What follows belongs to an exercise in optimizing a design on an open flow for small area and a short achievable clock period; a production flow would make more cautious choices. The RTL was checked by simulation tests, not by an equivalence proof against the original design.

==> flow/design.v, too long to show whole: its modules and the start of the top module <==
// module fu_mul_lat3_32b: 1801 lines
// module fu_mul_fa: 4 lines
module fu_mul_lat3_32b (
  input  logic        clk,
  input  logic        reset,
  input  logic        io_glock,
  input  logic [31:0] io_o1data,
  input  logic        io_o1load,
  input  logic [31:0] io_t1data,
  input  logic        io_t1load,
  input  logic [1:0]  io_t1opcode,
  output logic [31:0] io_r1data,
  output logic        io_r1valid
);
  // ...
==> flow/run.sh <==
#!/bin/bash
# synth_recipe.tcl (not shown) runs the flow's synth.tcl, then flattens the netlist and writes it again
# the make line also repeats each setting of config.mk as NAME=value (left out here)
make -C /OpenROAD-flow-scripts/flow DESIGN_CONFIG=/design/flow/config.mk WORK_HOME=/design/flow/orfs CLKGATE_MAP_FILE= SYNTH_SCRIPT=/design/flow/synth_recipe.tcl finish
==> flow/config.mk <==
export PLATFORM = sky130hd
export DESIGN_NAME = fu_mul_lat3_32b
export DESIGN_NICKNAME = fu_mul_lat3_32b
export VERILOG_FILES = /design/flow/design.v
export SDC_FILE = /design/flow/constraint.sdc
export NUM_CORES = 4
export LEC_CHECK = 0
export ABC_CLOCK_PERIOD_IN_PS = 4000
export CAP_MARGIN = 20
export CORE_MARGIN = 2
export CORE_UTILIZATION = 55
export CTS_CLUSTER_SIZE = 20
export SETUP_SLACK_MARGIN = 4.6
export SLEW_MARGIN = 20
export SYNTH_HIERARCHICAL = 1
export SYNTH_MINIMUM_KEEP_SIZE = 0
==> flow/constraint.sdc <==
create_clock -name core_clock -period 8.5 [get_ports {clk}]
set_input_delay 1.7000 -clock core_clock [delete_from_list [all_inputs] [get_ports {clk}]]
set_output_delay 1.7000 -clock core_clock [all_outputs]
set_load 0.01 [all_outputs]
==> metrics.md, run 1 <==
| Metric | Value |
|---|---|
| Met2 WL | `51300 um` |
| Avg WL per Cell | `32.4 um` |
| Post-CTS Setup Inserts | `16` |
| Synth top cells by count | `412 x xnor2_1, 381 x clkbuf_1, 345 x a221oi_1` |
| Setup crit start | `s1A_q[27]` |
| Placement Cell Area | `34500 um^2` |
| Initial antenna violation count | `6` |
| Cell area after synthesis | `33400 um^2` |
| Most common cell after layout, fill and taps aside | `xnor2_1` |
| Top sig layer | `met5` |
| Crit path to | `s2Cs_q[66]` |
| Signal buf overhead | `6.19%` |
| Multi-input combinational area share | `64.0%` |
| Outcome | `no timing/DRC/antenna violations` |
| Nonclk inv count | `59` |
| Cells along the critical path | `buf_4 > a22o_1 > a221oi_1 > xnor2_1 > fa_1 > fa_1 > fa_1 > fa_1 > ha_1` |
| WHS Endpoint | `o1X2_q[3]` |
| M1 WL | `49100 um` |
| Non-clock buffers | `238` |
| Sequential share of cell area | `23.4%` |
| Post-Synth Adder-Cell Area | `23.2%` |
| Final Setup Violations | `0` |
| Leading area contributor after synthesis | `edfxtp_1` |
| Number of buffers created by CTS | `35` |
| Fin crit share | `46.0%` |
| H-Tree Level Count | `2` |
| Library cells used by synthesis | `80` |
| Worst hold path stage count | `2` |
| Mean post-synth cell area | `10.1 um^2` |
==> run 2, diff against run 1 <==
--- a/flow/config.mk
+++ b/flow/config.mk
@@ -7,6 +7,5 @@
 export LEC_CHECK = 0
-export ABC_CLOCK_PERIOD_IN_PS = 4000
 export CAP_MARGIN = 20
 export CORE_MARGIN = 2
-export CORE_UTILIZATION = 55
+export CORE_UTILIZATION = 70
 export CTS_CLUSTER_SIZE = 20
==> metrics.md, run 2 <==
| Metric | Value |
|---|---|
| Outcome | `no timing/DRC/antenna violations (unchanged)` |
| FF+latch count, synth | `300 (unchanged)` |
| Die Y | `222 um (was 250 um)` |
| Initial Util | `70.4% (was 55.5%)` |
| Reg2reg start | `s1A3_q[13] (was s1A_q[27])` |
| CTS tree | `done (unchanged)` |
| Final wirelength | `123000 um (was 128000 um)` |
| Final Setup Violations | `0 (unchanged)` |
| Yosys warns | `7 (unchanged)` |
| Drt first-iter violations | `5955 (was 4306)` |
| First-pass GRT wire length | `182000 um (was 189000 um)` |
| Syn nets | `3820 (unchanged)` |
| CP delay by family, top | `adder cells (unchanged)` |
| GRT Overall Usage | `48.4% (was 39.8%)` |
| Remaining antenna violation count after routing | `0 (unchanged)` |
| Cell area after synthesis | `33400 um^2 (unchanged)` |
| Max Cap Viol | `0 (unchanged)` |
| Worst EP arrival | `4.37 ns (was 4.22 ns)` |
| Biggest regs | `s2Cs_q x143, s1A3_q x35, r1Data_q x32 (unchanged)` |
| Largest net degree at the start of global routing | `84 (was 75)` |
| Post-CTS Hold Fix Bufs | `0 (unchanged)` |
| Worst Reg-to-Reg Cells | `6 (was 9)` |
| Skew final | `0.0336 ns (was 0.0390 ns)` |
| Number of buffers created by CTS | `34 (was 35)` |
| DRC Markers | `0 (unchanged)` |
| Post-synth top area share | `19.1% (unchanged)` |
| RSZ-0062 raised after global routing | `true (unchanged)` |
| Synth top cells by count | `412 x xnor2_1, 381 x clkbuf_1, 345 x a221oi_1 (unchanged)` |
| Vias per Instance | `8.19 (was 7.50)` |
| Commonest non-fill, non-tap cells in the layout | `403 x xnor2_1, 341 x a22o_1, 334 x a221oi_1 (was 406 x xnor2_1, 341 x a22o_1, 332 x a221oi_1)` |
| Area contributors post-synth | `edfxtp_1 19%, fa_1 16%, xnor2_1 11% (unchanged)` |
| I/O pins | `104 (unchanged)` |
| Fin. Hold Viols | `0 (unchanged)` |
| Fin crit period | `4.05 ns (was 3.91 ns)` |
| Drt pass-1 iters | `17 (was 10)` |
| Nets | `3635 (was 3660)` |
| Fin crit share | `47.7% (was 46.0%)` |
| CP max FO | `11 (was 33)` |
| Largest Register | `s2Cs_q (unchanged)` |
| CP most frequent cell | `fa_1 (unchanged)` |
| Crit end category | `register (unchanged)` |
| WP data required | `8.82 ns (was 8.81 ns)` |
| DP HPWL | `75000 um (was 79300 um)` |
| Min-delay src | `o1X3_q[3] (was o1X2_q[3])` |
| Clock Root Buffer | `clkbuf_16 (unchanged)` |
| RR Endpoint | `s2Cs_q[52] (was s2Cs_q[66])` |
| Worst hold path stage count | `2 (unchanged)` |
| Final Wtd Congestion | `1.01 (was 0.960)` |
| Cells along the critical path | `a221oi_1 > xnor2_1 > fa_1 > fa_1 > fa_2 > fa_1 (was buf_4 > a22o_1 > a221oi_1 > xnor2_1 > fa_1 > fa_1 > fa_1 > fa_1 > ha_1)` |
| Library cells used by synthesis | `80 (unchanged)` |
| Die area | `49500 um^2 (was 62700 um^2)` |
| Avg WL per Cell | `32.9 um (was 32.4 um)` |
| Hold/Removal Path Class | `register to register (unchanged)` |
| Vias in the first global route | `30.0k (was 29.2k)` |
| WHS Endpoint | `o1X3_q[3] (was o1X2_q[3])` |
| Bufs and invs on worst path | `0 (was 1)` |
| R2R Setup Slk | `4.45 ns (was 4.59 ns)` |
| Clock latency (worst-skew pair) | `0.59 ns (about the same)` |
| Most frequent cell after synthesis | `xnor2_1 (unchanged)` |
| Setup TNS | `0 ns (unchanged)` |
| Number of synthesized flops with an enable pin | `212 (unchanged)` |
| Rows | `80 (was 90)` |
| Most common cell after layout, fill and taps aside | `xnor2_1 (unchanged)` |
| Clock buffer depth | `3 (unchanged)` |
| Sequential area share after synthesis | `25.7% (unchanged)` |
| Clk slew on worst S/H paths | `0.06 ns (about the same)` |
| GRT overflow | `0 (unchanged)` |
| Max-slew headroom | `19.6% (was 26.2%)` |
| Crit-path max cell delay | `1.15 ns (was 0.59 ns)` |
| Slew @ Worst Pin | `1.21 ns (was 1.11 ns)` |
| Layout cell share with drive strength beyond 1 | `10.2% (was 10.4%)` |
| Number of fill cells | `3139 (was 5026)` |
| PortBufs | `103 (unchanged)` |
| Type of origin of the critical path | `register (unchanged)` |
| Largest register FFs | `143 (unchanged)` |
| Post-Synthesis Cells | `3292 (unchanged)` |
| Ys async rst share | `29.3% (unchanged)` |
| Horiz. Die Dim | `222 um (was 250 um)` |
| H-Tree Level Count | `2 (unchanged)` |
| Top FF cell, synth | `edfxtp_1 (unchanged)` |
| Layout area overhead | `9.46% (was 10.2%)` |
| Leading area contributor after synthesis | `edfxtp_1 (unchanged)` |
| Kind of critical path | `register to register (unchanged)` |
| Fmax | `0.247 GHz (was 0.256 GHz)` |
| Vias | `30.7k (was 29.6k)` |
| Mean post-synth cell area | `10.1 um^2 (unchanged)` |
| Crit-path slowest cell | `edfxtp_1 (was fa_1)` |
| Clock sinks | `300 (unchanged)` |
| Final max-slew violation count | `0 (unchanged)` |
| Core Util, Final | `77.0% (was 61.2%)` |
| Initial antenna violation count | `2 (was 6)` |
| Core ar. | `47400 um^2 (was 60100 um^2)` |
-- run 2: cell counts after synthesis --
No cell type changed its count.
-- run 2: worst reg2reg max path: stages (launching register included) --
cell and delay (ns):
edfxtp_1 1.15, a221oi_1 0.24, xnor2_1 0.22, fa_1 0.59, fa_1 0.48, fa_2 0.67, fa_1 0.46
-- run 2: modules after synthesis, one instance, submodules excluded --
module           cells inside  area (um^2)  times used  flip-flops and latches
fu_mul_fa                   1         20.0         269                       0
fu_mul_lat3_32b          3023        28000           1                     300
-- run 2: worst max-delay path by stage --
stage / end / slack (ns) / from / depth (start not counted)
after CTS: s1A3_q[31] / 4.56 / io_t1data[7] / 11
after floorplan: r1Data_q[11] / 3.67 / io_glock / 4
after global placement: s1A3_q[31] / 3.44 / io_t1data[1] / 14
after global routing: r1Data_q[31] / 4.45 / s2Cs_q[75] / 13
after detailed placement: s1A3_q[31] / 3.34 / io_t1data[1] / 14
final: s2Cs_q[52] / 4.45 / s1A3_q[13] / 6
-- run 2: logic make-up (layout without fill, tap and decap cells) --
| group | count (synthesis) | after routing | share of synthesized area, % |
|---|---|---|---|
| xor gates and xnor gates | 490 | 490 | 12.9 |
| buffers and inverters | 494 | 334 | 5.61 |
| muxes | 9 | 9 | 0.277 |
| DFF | 300 | 300 | 25.7 |
| other | 0 | 6 | 0 |
| AOI/OAI and AO/OA | 1111 | 1111 | 26.4 |
| and+or+nand+nor | 431 | 431 | 5.97 |
| adders and majority gates | 457 | 457 | 23.2 |
-- run 2: metrics by stage --
stage	std cells	worst slack (ns)	hold slack [ns]	instance area (um^2)
floorplan	3292	3.67	0.400	33500
global placement	3658	3.44	0.454	34300
detailed placement	3658	3.34	0.457	34300
CTS	3730	4.56	0.470	35900
global route	3747	4.45	0.499	36500
finish	3753	4.45	0.478	36600
-- run 2: cell type report --
type	count	area [um^2]	share of cell area [%]
multi-input cells	2498	23600	64.7
flip-flops and latches	300	8630	23.6
repair buffers	214	2070	5.67
clock buffers	39	890	2.43
well taps	615	769	2.11
clock inverters	22	304	0.832
inverters	59	225	0.616
diodes	6	15.0	0.0411
-- run 2: timing repair --
| action | CTS | global route |
|---|---|---|
| pin swaps | 14 | 26 |
| gates resized for setup | 81 | 103 |
| setup endpoints to repair | 87 | 131 |
| buffers inserted | 11 | 17 |
-- run 2: metal layers --
metal	global-route usage [%]	wire, um	vias up
met5	3.62	414	-
met4	28.9	11600	17
met3	25.2	20200	1117
met2	68.4	49000	2989
met1	58.3	42200	14600
li1	-	-	12000
==> run 3, diff against run 2 <==
--- a/flow/config.mk
+++ b/flow/config.mk
@@ -9,3 +9,3 @@
 export CORE_MARGIN = 2
-export CORE_UTILIZATION = 70
+export CORE_UTILIZATION = 55
 export CTS_CLUSTER_SIZE = 20
@@ -15 +15,2 @@
 export SYNTH_MINIMUM_KEEP_SIZE = 0
+export TNS_END_PERCENT = 10
==> metrics.md, run 3 <==
| Metric | Value |
|---|---|
| Most common cell after layout, fill and taps aside | `xnor2_1 (unchanged)` |
| Clock buffer depth | `3 (unchanged)` |
| DRC Markers | `0 (unchanged)` |
| Fin. Hold Viols | `0 (unchanged)` |
| Outcome | `no timing/DRC/antenna violations (unchanged)` |
| I/O pins | `104 (unchanged)` |
| Number of synthesized flops with an enable pin | `212 (unchanged)` |
| Skew final | `0.0454 ns (was 0.0336 ns)` |
| Core ar. | `60100 um^2 (was 47400 um^2)` |
| Largest register FFs | `143 (unchanged)` |
| Clock sinks | `300 (unchanged)` |
| Layout cell share with drive strength beyond 1 | `8.21% (was 10.2%)` |
| Post-Synthesis Cells | `3292 (unchanged)` |
| Ys async rst share | `29.3% (unchanged)` |
| Setup TNS | `0 ns (unchanged)` |
| Clock latency (worst-skew pair) | `0.59 ns (about the same)` |
| CP max FO | `36 (was 11)` |
| Sequential cell area | `8610 um^2 (was 8630 um^2)` |
| FF+latch count, synth | `300 (unchanged)` |
| Clk slew on worst S/H paths | `0.06 ns (about the same)` |
| Vias per Instance | `7.48 (was 8.19)` |
| GRT overflow | `0 (unchanged)` |
| Yosys warns | `7 (unchanged)` |
| Number of fill cells | `5054 (was 3139)` |
| Die area | `62700 um^2 (was 49500 um^2)` |
| Final wirelength | `126000 um (was 123000 um)` |
| Commonest non-fill, non-tap cells in the layout | `407 x xnor2_1, 342 x a221oi_1, 341 x a22o_1 (was 403 x xnor2_1, 341 x a22o_1, 334 x a221oi_1)` |
| Layout area overhead | `8.17% (was 9.46%)` |
| Syn nets | `3820 (unchanged)` |
| Initial Util | `55.5% (was 70.4%)` |
| Top FF cell, synth | `edfxtp_1 (unchanged)` |
| Remaining antenna violation count after routing | `0 (unchanged)` |
| Worst EP arrival | `4.46 ns (was 4.37 ns)` |
| Area of the multi-input gates | `23300 um^2 (was 23600 um^2)` |
| Library cells used by synthesis | `80 (unchanged)` |
| Type of origin of the critical path | `register (unchanged)` |
| Vias | `29.2k (was 30.7k)` |
| Biggest regs | `s2Cs_q x143, s1A3_q x35, r1Data_q x32 (unchanged)` |
| Fin crit period | `4.13 ns (was 4.05 ns)` |
| Horiz. Die Dim | `250 um (was 222 um)` |
| Drt first-iter violations | `4179 (was 5955)` |
| Hold/Removal Path Class | `register to register (unchanged)` |
| PortBufs | `103 (unchanged)` |
| Die Y | `250 um (was 222 um)` |
| Leading area contributor after synthesis | `edfxtp_1 (unchanged)` |
| Final Setup Violations | `0 (unchanged)` |
| GRT Overall Usage | `39.5% (was 48.4%)` |
| Drt pass-1 iters | `9 (was 17)` |
| Fmax | `0.242 GHz (was 0.247 GHz)` |
| H-Tree Level Count | `2 (unchanged)` |
| Most frequent cell after synthesis | `xnor2_1 (unchanged)` |
| Largest Register | `s2Cs_q (unchanged)` |
| WP data required | `8.82 ns (about the same)` |
| Core Util, Final | `60.1% (was 77.0%)` |
| Max Cap Viol | `0 (unchanged)` |
| Final max-slew violation count | `0 (unchanged)` |
| Synth top cells by count | `412 x xnor2_1, 381 x clkbuf_1, 345 x a221oi_1 (unchanged)` |
| Fin crit share | `48.6% (was 47.7%)` |
| Cell area after synthesis | `33400 um^2 (unchanged)` |
| Largest net degree at the start of global routing | `81 (was 84)` |
| Max-slew headroom | `27.0% (was 19.6%)` |
| Sequential area share after synthesis | `25.7% (unchanged)` |
| First-pass GRT wire length | `187000 um (was 182000 um)` |
| Crit end category | `register (unchanged)` |
| Number of buffers created by CTS | `35 (was 34)` |
| Mean post-synth cell area | `10.1 um^2 (unchanged)` |
| Rows | `90 (was 80)` |
| RSZ-0062 raised after global routing | `true (unchanged)` |
| Final Wtd Congestion | `0.930 (was 1.01)` |
| Vias in the first global route | `29.1k (was 30.0k)` |
| Post-synth top area share | `19.1% (unchanged)` |
| Kind of critical path | `register to register (unchanged)` |
| Initial antenna violation count | `5 (was 2)` |
| DP HPWL | `79200 um (was 75000 um)` |
| Area contributors post-synth | `edfxtp_1 19%, fa_1 16%, xnor2_1 11% (unchanged)` |
| Slew @ Worst Pin | `1.09 ns (was 1.21 ns)` |
| Avg WL per Cell | `32.3 um (was 32.9 um)` |
| Clock Root Buffer | `clkbuf_16 (unchanged)` |
| Post-CTS Hold Fix Bufs | `0 (unchanged)` |
| Nets | `3622 (was 3635)` |
| CTS tree | `done (unchanged)` |
## run 3: cell types whose count changed in the layout (fill, tap and decap cells not counted), sizes merged
cell,change
buf,-17
clkinv,-1
dlygate4sd2,-2
nor2,+1
clkinvlp,+4
diode,-5
clkbuf,-1
nor2b,+1
clkdlybuf4s50,+8
dlymetal6s2s,-5
## run 3: worst max-delay path, stage by stage, from the launching register on
cell and delay (ns):
dfrtp_2 1.02, a221oi_1 0.28, xnor2_1 0.28, fa_1 0.56, fa_1 0.43, fa_1 0.50, fa_1 0.45, ha_1 0.31
## run 3: repair_timing
| item | 4_1_cts | 5_1_grt |
|---|---|---|
| pin swaps | 17 | 0 |
| hold endpoints to repair | 0 | 0 |
| setup endpoints to repair | 164 | 153 |
| cloned | 2 | 0 |
| gates resized for setup | 81 | 3 |
| buffers inserted | 11 | 0 |
## run 3: final cells by class
| cell class | instances | share of cell area, % |
|---|---|---|
| multi-input combinational | 2500 | 64.6 |
| sequential | 300 | 23.8 |
| timing repair buffer | 198 | 4.91 |
| tap | 782 | 2.71 |
| clock buffer | 38 | 2.46 |
| clock inverter | 25 | 0.842 |
| inverter | 59 | 0.630 |
| antenna | 1 | 0.00693 |
## run 3: per-module statistics from Yosys (local to each module, per instance)
module           cell area [um^2]  copies in the design
fu_mul_lat3_32b             28000                     1
fu_mul_fa                    20.0                   269
## run 3: metal layers
metal	wire, um	share of wire (%)	track usage (%)	vias to the layer above
li1	-	-	-	12000
met1	48000	38	50.7	14200
met2	50700	40	55.3	2339
met3	18800	15	17.6	664
met4	8430	6.7	21.8	11
met5	142	0.11	0.772	-
## run 3: worst paths after layout
check                          start          to  slack, ns  depth (start not counted)
max                        o1X1_q[7]  s2Cs_q[72]       4.37                          7
min                        o1X3_q[3]   o1X3_q[3]       0.47                          2
max reg2reg                o1X1_q[7]  s2Cs_q[72]       4.37                          7
min reg2reg                o1X3_q[3]   o1X3_q[3]       0.47                          2
max in group asynchronous      reset   o1X2_q[7]       6.25                          2
min in group asynchronous      reset   s2Valid_q       1.09                          1
## run 3: kinds of logic (layout without fill, tap and decap cells)
kind of cell	Yosys count	in the layout	synth area share, %
AOI/OAI and AO/OA	1111	1111	26.4
and+or+nand+nor	431	433	5.97
adders and majority gates	457	457	23.2
DFF	300	300	25.7
muxes	9	9	0.277
xor gates and xnor gates	490	490	12.9
other	0	1	0
buffers and inverters	494	320	5.61
## run 3: metrics by stage
stage	worst slack (ns)	instance area [um^2]	instances	hold slack, ns
6_report	4.37	36100	3903	0.469
5_1_grt	4.36	36100	3902	0.494
4_1_cts	4.54	36100	3902	0.471
3_5_place_dp	3.12	34400	3826	0.457
3_3_place_gp	3.12	34400	3826	0.453
2_1_floorplan	3.67	33400	3292	0.400

==> afterwards: timing with drivers on the ports <==
The flow's constraints put no driver on any port. The routed layouts listed below were extracted and timed again, unchanged, in two steps. Step 1 (the two cells are an assumption about what drives the block):
set clk [get_ports {clk}]
set_driving_cell -lib_cell sky130_fd_sc_hd__clkbuf_16 $clk
set_driving_cell -lib_cell sky130_fd_sc_hd__buf_2 [delete_from_list [all_inputs] $clk]
Step 2 adds t to the input delays and takes it off the output delays; t is the mean of the earliest and latest rising clock arrival at the registers after step 1. Input paths then give back, and output paths get back, about the clock's delay inside the block. Slacks: ideal / step 1 / step 2; pairs: ideal / step 1.
run	t, ns	slack for setup (ns)	worst register clock-pin slew, ns
run 1	0.629	4.589 / 4.589 / 4.096	0.07 / 0.07
run 2	0.639	4.448 / 4.448 / 3.968	0.06 / 0.06
run 3	0.639	4.365 / 4.365 / 3.890	0.06 / 0.06
After both steps every run listed still meets setup and hold. The setup slack of run 1, which loses most, moves by 0.000 ns with the drivers and by -0.493 ns with both steps.
